This is an optimization exercise on Yosys and OpenROAD, whose aim is small area, not a production implementation.
At most, simulation tests tie the RTL to the original design; equivalence was not proved.

==> job 1965 <==
## awgn_clt_gen
module awgn_clt_gen (
    input  logic        clock,
    input  logic        rst_n,
    input  logic        init,
    input  logic        ce,
    input  logic [31:0] seed,
    input  logic        gain_we,
    input  logic [0:0]  gain_sel,
    input  logic [15:0] gain_val,
    output logic        x_en,
    output logic [31:0] awgn
);
clock: 10.0 ns
lec_check: 0
abc_area: 1
cap_margin: 20
core_margin: 2
core_utilization: 40
slew_margin: 20
run.sh (not shown) runs the stock make flow with config.mk's settings and CLKGATE_MAP_FILE= SYNTH_SCRIPT=/design/flow/synth_recipe.tcl, a recipe that flattens the netlist after the stock synthesis.
==> job 3570 (differences from job 1965) <==
--- a/flow/design.v
+++ b/flow/design.v
@@ -520,31 +520,15 @@
     logic c400;
     logic s401;
     logic c402;
     logic s403;
     logic c404;
     logic s405;
     logic c406;
-    logic s407;
-    logic c408;
-    logic s409;
-    logic c410;
-    logic s411;
-    logic c412;
-    logic s413;
-    logic c414;
-    logic s415;
-    logic c416;
-    logic s417;
-    logic c418;
-    logic s419;
-    logic c420;
-    logic s421;
-    logic c422;
-    logic [11:0] hs423;
+    logic [19:0] hs407;
     assign bn0 = a[1];
     assign bo0 = a[0] ^ 1'b0;
     assign bt0 = (a[1] & ~a[0] & ~1'b0) | (~a[1] & a[0] & 1'b0);
     assign x1 = ((bo0 & b[0])) ^ bn0;
     assign x2 = ((bo0 & b[1]) | (bt0 & b[0])) ^ bn0;
     assign x3 = ((bo0 & b[2]) | (bt0 & b[1])) ^ bn0;
     assign x4 = ((bo0 & b[3]) | (bt0 & b[2])) ^ bn0;
@@ -967,26 +951,10 @@
     assign c400 = (c336 & s337) | (c336 & c398) | (s337 & c398);
     assign s401 = c338 ^ s339 ^ c400;
     assign c402 = (c338 & s339) | (c338 & c400) | (s339 & c400);
     assign s403 = c340 ^ s341 ^ c402;
     assign c404 = (c340 & s341) | (c340 & c402) | (s341 & c402);
     assign s405 = c342 ^ s343 ^ c404;
     assign c406 = (c342 & s343) | (c342 & c404) | (s343 & c404);
-    assign s407 = c344 ^ s345 ^ c406;
-    assign c408 = (c344 & s345) | (c344 & c406) | (s345 & c406);
-    assign s409 = c346 ^ s347 ^ c408;
-    assign c410 = (c346 & s347) | (c346 & c408) | (s347 & c408);
-    assign s411 = c348 ^ s349 ^ c410;
-    assign c412 = (c348 & s349) | (c348 & c410) | (s349 & c410);
-    assign s413 = c350 ^ s351 ^ c412;
-    assign c414 = (c350 & s351) | (c350 & c412) | (s351 & c412);
-    assign s415 = c352 ^ s353 ^ c414;
-    assign c416 = (c352 & s353) | (c352 & c414) | (s353 & c414);
-    assign s417 = c354 ^ s355 ^ c416;
-    assign c418 = (c354 & s355) | (c354 & c416) | (s355 & c416);
-    assign s419 = c356 ^ s357 ^ c418;
-    assign c420 = (c356 & s357) | (c356 & c418) | (s357 & c418);
-    assign s421 = c358 ^ s359 ^ c420;
-    assign c422 = (c358 & s359) | (c358 & c420) | (s359 & c420);
-    assign hs423 = {nn144, c380, c378, c376, c374, c372, c370, c368, c366, c364, c362, c360} + {c382, s381, s379, s377, s375, s373, s371, s369, s367, s365, s363, s361} + 12'(c422);
-    assign q = {hs423[11], hs423[10], hs423[9], hs423[8], hs423[7], hs423[6], hs423[5], hs423[4], hs423[3], hs423[2], hs423[1], hs423[0], s421, s419, s417, s415, s413, s411, s409, s407};
+    assign hs407 = {nn144, c380, c378, c376, c374, c372, c370, c368, c366, c364, c362, c360, c358, c356, c354, c352, c350, c348, c346, c344} + {c382, s381, s379, s377, s375, s373, s371, s369, s367, s365, s363, s361, s359, s357, s355, s353, s351, s349, s347, s345} + 20'(c406);
+    assign q = {hs407[19], hs407[18], hs407[17], hs407[16], hs407[15], hs407[14], hs407[13], hs407[12], hs407[11], hs407[10], hs407[9], hs407[8], hs407[7], hs407[6], hs407[5], hs407[4], hs407[3], hs407[2], hs407[1], hs407[0]};
 endmodule
ABC_AREA = not set   (was 1)
==> comparison table <==
	job 1965	job 3570
Outcome	timing/DRC/antenna clean	timing/DRC/antenna clean
Post-route design area	21300 µm²	20940 µm²
Rows	74	77
Register-to-register setup slack	0.15 ns	0.34 ns
CP max FO	8	17
Die H	208.3 µm	216.1 µm
Via density	5.189	6.024
Detailed-router iteration count before antenna repair	5	7
Critical path data arrival time	10.07 ns	9.83 ns
Area enclosed by the die boundary	43390 µm²	46700 µm²
Xor/xnor cell area share of the yosys netlist	12.11%	9.351%
Number of non-filler instances in the completed layout	3034	2783
WL final	54.30 mm	62.57 mm
Wire length on met1	23.65 mm	25.76 mm
Starting density of the core	40.71%	40.61%
No functional check of the RTL was part of job 1965.

---

==> 09-17 <==
Another version of the RTL of awgn_clt_gen (not shown whole).
// awgn_clt_gen
module awgn_clt_gen (
    input  logic        clock,
    input  logic        rst_n,
    input  logic        init,
    input  logic        ce,
    input  logic [31:0] seed,
    input  logic        gain_we,
    input  logic [0:0]  gain_sel,
    input  logic [15:0] gain_val,
    output logic        x_en,
    output logic [31:0] awgn
);
==> module awgn_clt_gen, before the edit <==
module awgn_clt_gen (
    input  logic        clock,
    input  logic        rst_n,
    input  logic        init,
    input  logic        ce,
    input  logic [31:0] seed,
    input  logic        gain_we,
    input  logic [0:0]  gain_sel,
    input  logic [15:0] gain_val,
    output logic        x_en,
    output logic [31:0] awgn
);
    localparam logic [31:0] MIX0 = 32'h9E3779B9;
    localparam logic [31:0] MIX1 = 32'h3C6EF372;
    localparam logic [15:0] ACC0 = 16'hA000;   
    function automatic logic [31:0] xs(input logic [31:0] s_in);
        logic [31:0] s;
        s = s_in ^ (s_in << 13);
        s = s ^ (s >> 17);
        s = s ^ (s << 5);
        xs = s;
    endfunction
    function automatic logic [15:0] clamp(input logic [19:0] q);
        logic povf, novf;
        povf  = !q[19] && (q[18:15] != 4'b0000);
        novf  =  q[19] && ((q[18:15] != 4'b1111) || (q[14:0] == 15'd0));
        clamp = povf ? 16'h7FFF : novf ? 16'h8001 : q[15:0];
    endfunction
    function automatic logic [31:0] cseed(input logic [31:0] b, input logic [31:0] m);
        logic [31:0] s;
        s = b ^ m;
        cseed = (s == 32'h0) ? 32'h1 : s;
    endfunction
    logic [31:0] s0_r, s1_r;
    logic [15:0] acc0_r, acc1_r;
    logic [15:0] g0_r, g1_r;
    logic [3:0]  cnt_r;
    logic        v1_r, x_en_r;
    logic [31:0] awgn_r;
    logic [31:0] d0, d1;
    logic [15:0] ae0, ae1, sum0, sum1, gn0, gn1, ma, mb;
    logic [19:0] q;
    logic [3:0]  qh0_r;
    logic [15:0] sat0, sat1;
    logic        c0, last;
    assign c0   = (cnt_r == 4'd0);
    assign last = (cnt_r == 4'd11);
    assign d0   = xs(s0_r);
    assign d1   = xs(s1_r);
    awgn_addf u_add0 (.a(acc0_r), .u(d0[31:20]), .s(ae0));   
    awgn_addr u_add1 (.a(acc1_r), .u(d1[31:20]), .s(ae1));
    assign sum0 = c0 ? {ACC0[15:12], d0[31:20]} : ae0;
    assign sum1 = c0 ? {ACC0[15:12], d1[31:20]} : ae1;
    assign gn0  = (gain_we && gain_sel == 1'b0) ? gain_val : g0_r;
    assign gn1  = (gain_we && gain_sel == 1'b1) ? gain_val : g1_r;
    assign ma   = v1_r ? acc1_r : sum0;
    assign mb   = (gain_we && gain_sel == 1'b0 && !v1_r) ? gain_val : (v1_r ? g1_r : g0_r);
    awgn_mul u_mul (.a(ma), .b(mb), .q(q));
    assign sat0 = clamp({qh0_r, acc0_r});
    assign sat1 = clamp(q);
    always_ff @(posedge clock or negedge rst_n) begin
        if (!rst_n) begin
            s0_r   <= MIX0 ^ 32'h1;
            s1_r   <= MIX1 ^ 32'h1;
            cnt_r  <= 4'd0;
            v1_r   <= 1'b0;
            x_en_r <= 1'b0;
            g0_r   <= 16'h1000;
            g1_r   <= 16'h1000;
            awgn_r <= 32'h0;
        end else begin
            if (init) begin
                s0_r  <= cseed(seed, MIX0);
                s1_r  <= cseed(seed, MIX1);
                cnt_r <= 4'd0;
            end else if (ce) begin
                s0_r  <= d0;
                s1_r  <= d1;
                cnt_r <= last ? 4'd0 : cnt_r + 4'd1;
            end
            v1_r   <= ce && !init && last;
            x_en_r <= v1_r;
            g0_r   <= gn0;
            g1_r   <= gn1;
            if (v1_r) awgn_r <= {sat1, sat0};
        end
    end
    always_ff @(posedge clock) begin
        qh0_r <= q[19:16];
    end
    always_ff @(posedge clock) begin
        if (ce) begin
            acc0_r <= last ? q[15:0] : sum0;
            acc1_r <= sum1;
        end
    end
    assign x_en = x_en_r;
    assign awgn = awgn_r;
endmodule
==> flow/config.mk <==
export PLATFORM = sky130hd
export DESIGN_NAME = awgn_clt_gen
export DESIGN_NICKNAME = awgn_clt_gen
export VERILOG_FILES = /design/flow/design.v
export SDC_FILE = /design/flow/constraint.sdc
export NUM_CORES = 4
export LEC_CHECK = 0
export ABC_AREA = 1
export CAP_MARGIN = 20
export CORE_MARGIN = 2
export CORE_UTILIZATION = 40
export CTS_BUF_LIST = sky130_fd_sc_hd__clkbuf_8
export SLEW_MARGIN = 20
==> flow/constraint.sdc <==
create_clock -name core_clock -period 10.0 [get_ports {clock}]
set_input_delay 2.0000 -clock core_clock [delete_from_list [all_inputs] [get_ports {clock}]]
set_output_delay 2.0000 -clock core_clock [all_outputs]
set_load 0.01 [all_outputs]
standard.sh (not shown) runs the stock make flow with config.mk's settings and CLKGATE_MAP_FILE= SYNTH_SCRIPT=/design/flow/synth_recipe.tcl, a recipe that flattens the netlist after the stock synthesis.
==> flow/flow/run.sh <==
#!/bin/bash
# Own flow: the standard layout (standard.sh, unchanged synthesis), with every
# input and output port buffered by the smallest buffer (buf_1) instead of the
# default choice. Each tool's output goes to a log file here.
set -euo pipefail
export BUFFER_PORTS_ARGS="-buffer_cell sky130_fd_sc_hd__buf_1"
bash standard.sh > standard_flow.log 2>&1
==> inputs of 02-23, as changes to 09-17 <==
--- a/flow/design.v
+++ b/flow/design.v
@@ -22,8 +22,2 @@
     endfunction
-    function automatic logic [15:0] clamp(input logic [19:0] q);
-        logic povf, novf;
-        povf  = !q[19] && (q[18:15] != 4'b0000);
-        novf  =  q[19] && ((q[18:15] != 4'b1111) || (q[14:0] == 15'd0));
-        clamp = povf ? 16'h7FFF : novf ? 16'h8001 : q[15:0];
-    endfunction
     function automatic logic [31:0] cseed(input logic [31:0] b, input logic [31:0] m);
@@ -42,4 +36,4 @@
     logic [19:0] q;
-    logic [3:0]  qh0_r;
-    logic [15:0] sat0, sat1;
+    logic        povf, novf;
+    logic [15:0] sat;
     logic        c0, last;
@@ -58,4 +52,5 @@
     awgn_mul u_mul (.a(ma), .b(mb), .q(q));
-    assign sat0 = clamp({qh0_r, acc0_r});
-    assign sat1 = clamp(q);
+    assign povf = !q[19] && (q[18:15] != 4'b0000);
+    assign novf =  q[19] && ((q[18:15] != 4'b1111) || (q[14:0] == 15'd0));
+    assign sat  = povf ? 16'h7FFF : novf ? 16'h8001 : q[15:0];
     always_ff @(posedge clock or negedge rst_n) begin
@@ -84,3 +79,3 @@
             g1_r   <= gn1;
-            if (v1_r) awgn_r <= {sat1, sat0};
+            if (v1_r) awgn_r <= {sat, acc0_r};
         end
@@ -88,7 +83,4 @@
     always_ff @(posedge clock) begin
-        qh0_r <= q[19:16];
-    end
-    always_ff @(posedge clock) begin
         if (ce) begin
-            acc0_r <= last ? q[15:0] : sum0;
+            acc0_r <= last ? sat : sum0;
             acc1_r <= sum1;
--- a/flow/config.mk
+++ b/flow/config.mk
@@ -8,3 +8,3 @@
 export ABC_AREA = 1
-export CAP_MARGIN = 20
+export CAP_MARGIN = 0
 export CORE_MARGIN = 2
@@ -12,2 +12,2 @@
 export CTS_BUF_LIST = sky130_fd_sc_hd__clkbuf_8
-export SLEW_MARGIN = 20
+export SLEW_MARGIN = 0
==> run summary <==
metric	02-23	09-17
Outcome	timing/DRC/antenna clean	timing/DRC/antenna clean
Area taken by multi-input logic gates	9840 µm²	9920 µm²
Clock latency at the later pin of the worst-skew pair	0.52 ns	0.48 ns
Area share of and/or/nand/nor cells after synthesis	0.130	0.128
CP max stage delay	0.57 ns	0.59 ns
CP Data Arrival Time	9.69 ns	9.67 ns
Wire length of the first global-routing pass	73000 µm	72700 µm
Number of cells on the worst reg-to-reg path	44	39
Data required time of the critical path	10.25 ns	10.35 ns
Highest net fanout along the worst path	12	15
Fraction of met3 tracks used by global routing	0.0394	0.0297
Number of synthesized register bits	166	170
Multiplexer area fraction after synthesis	0.00903	0.00895
Via count	12.9k	13.1k
Actual transition at the worst max-transition pin	1.18 ns	0.975 ns
Detail Placement HPWL	34700 µm	34700 µm
Fin Clk Skew	0.0233 ns	0.0160 ns
Register area	4370 µm²	4450 µm²
Post-synthesis instance total	1846	1853

## afterwards: timing with drivers on the ports
How much do the figures lean on ideal ports? The routed layouts below were timed once more, with nothing changed but the port constraints.
Step 1 sets driving cells, clkbuf_16 on the clock port and buf_2 on the other inputs (assumed; they add their load-dependent delay and slew).
Step 2 also shifts input and output timing later by t, the mid clock arrival at the registers, as if the neighbouring blocks saw the same clock.
Three values: ideal ports, drivers, drivers and shift; two values: the first two.
| run | t (ns) | setup slack, ns | hold WS [ns] | worst setup path at the end | latest minus earliest clock arrival (ns) |
|---|---|---|---|---|---|
| job 1965 | 0.514 | 0.152 / 0.152 / -0.339 | 0.474 / 0.474 / 0.474 | input to register | 0.021 / 0.021 |
| job 3570 | 0.497 | 0.339 / 0.339 / 0.069 | 0.508 / 0.508 / 0.508 | input to register | 0.015 / 0.015 |
| 09-17 | 0.520 | 0.685 / 0.685 / 0.685 | 0.481 / 0.481 / 0.481 | register to register | 0.016 / 0.016 |
| 02-23 | 0.558 | 0.562 / 0.562 / 0.562 | 0.484 / 0.484 / 0.484 | register to register | 0.024 / 0.024 |
With both steps, setup timing fails in job 1965, where it was met with ideal ports. The setup slack of job 1965, which loses most, moves by 0.000 ns with the drivers and by -0.491 ns with both steps.
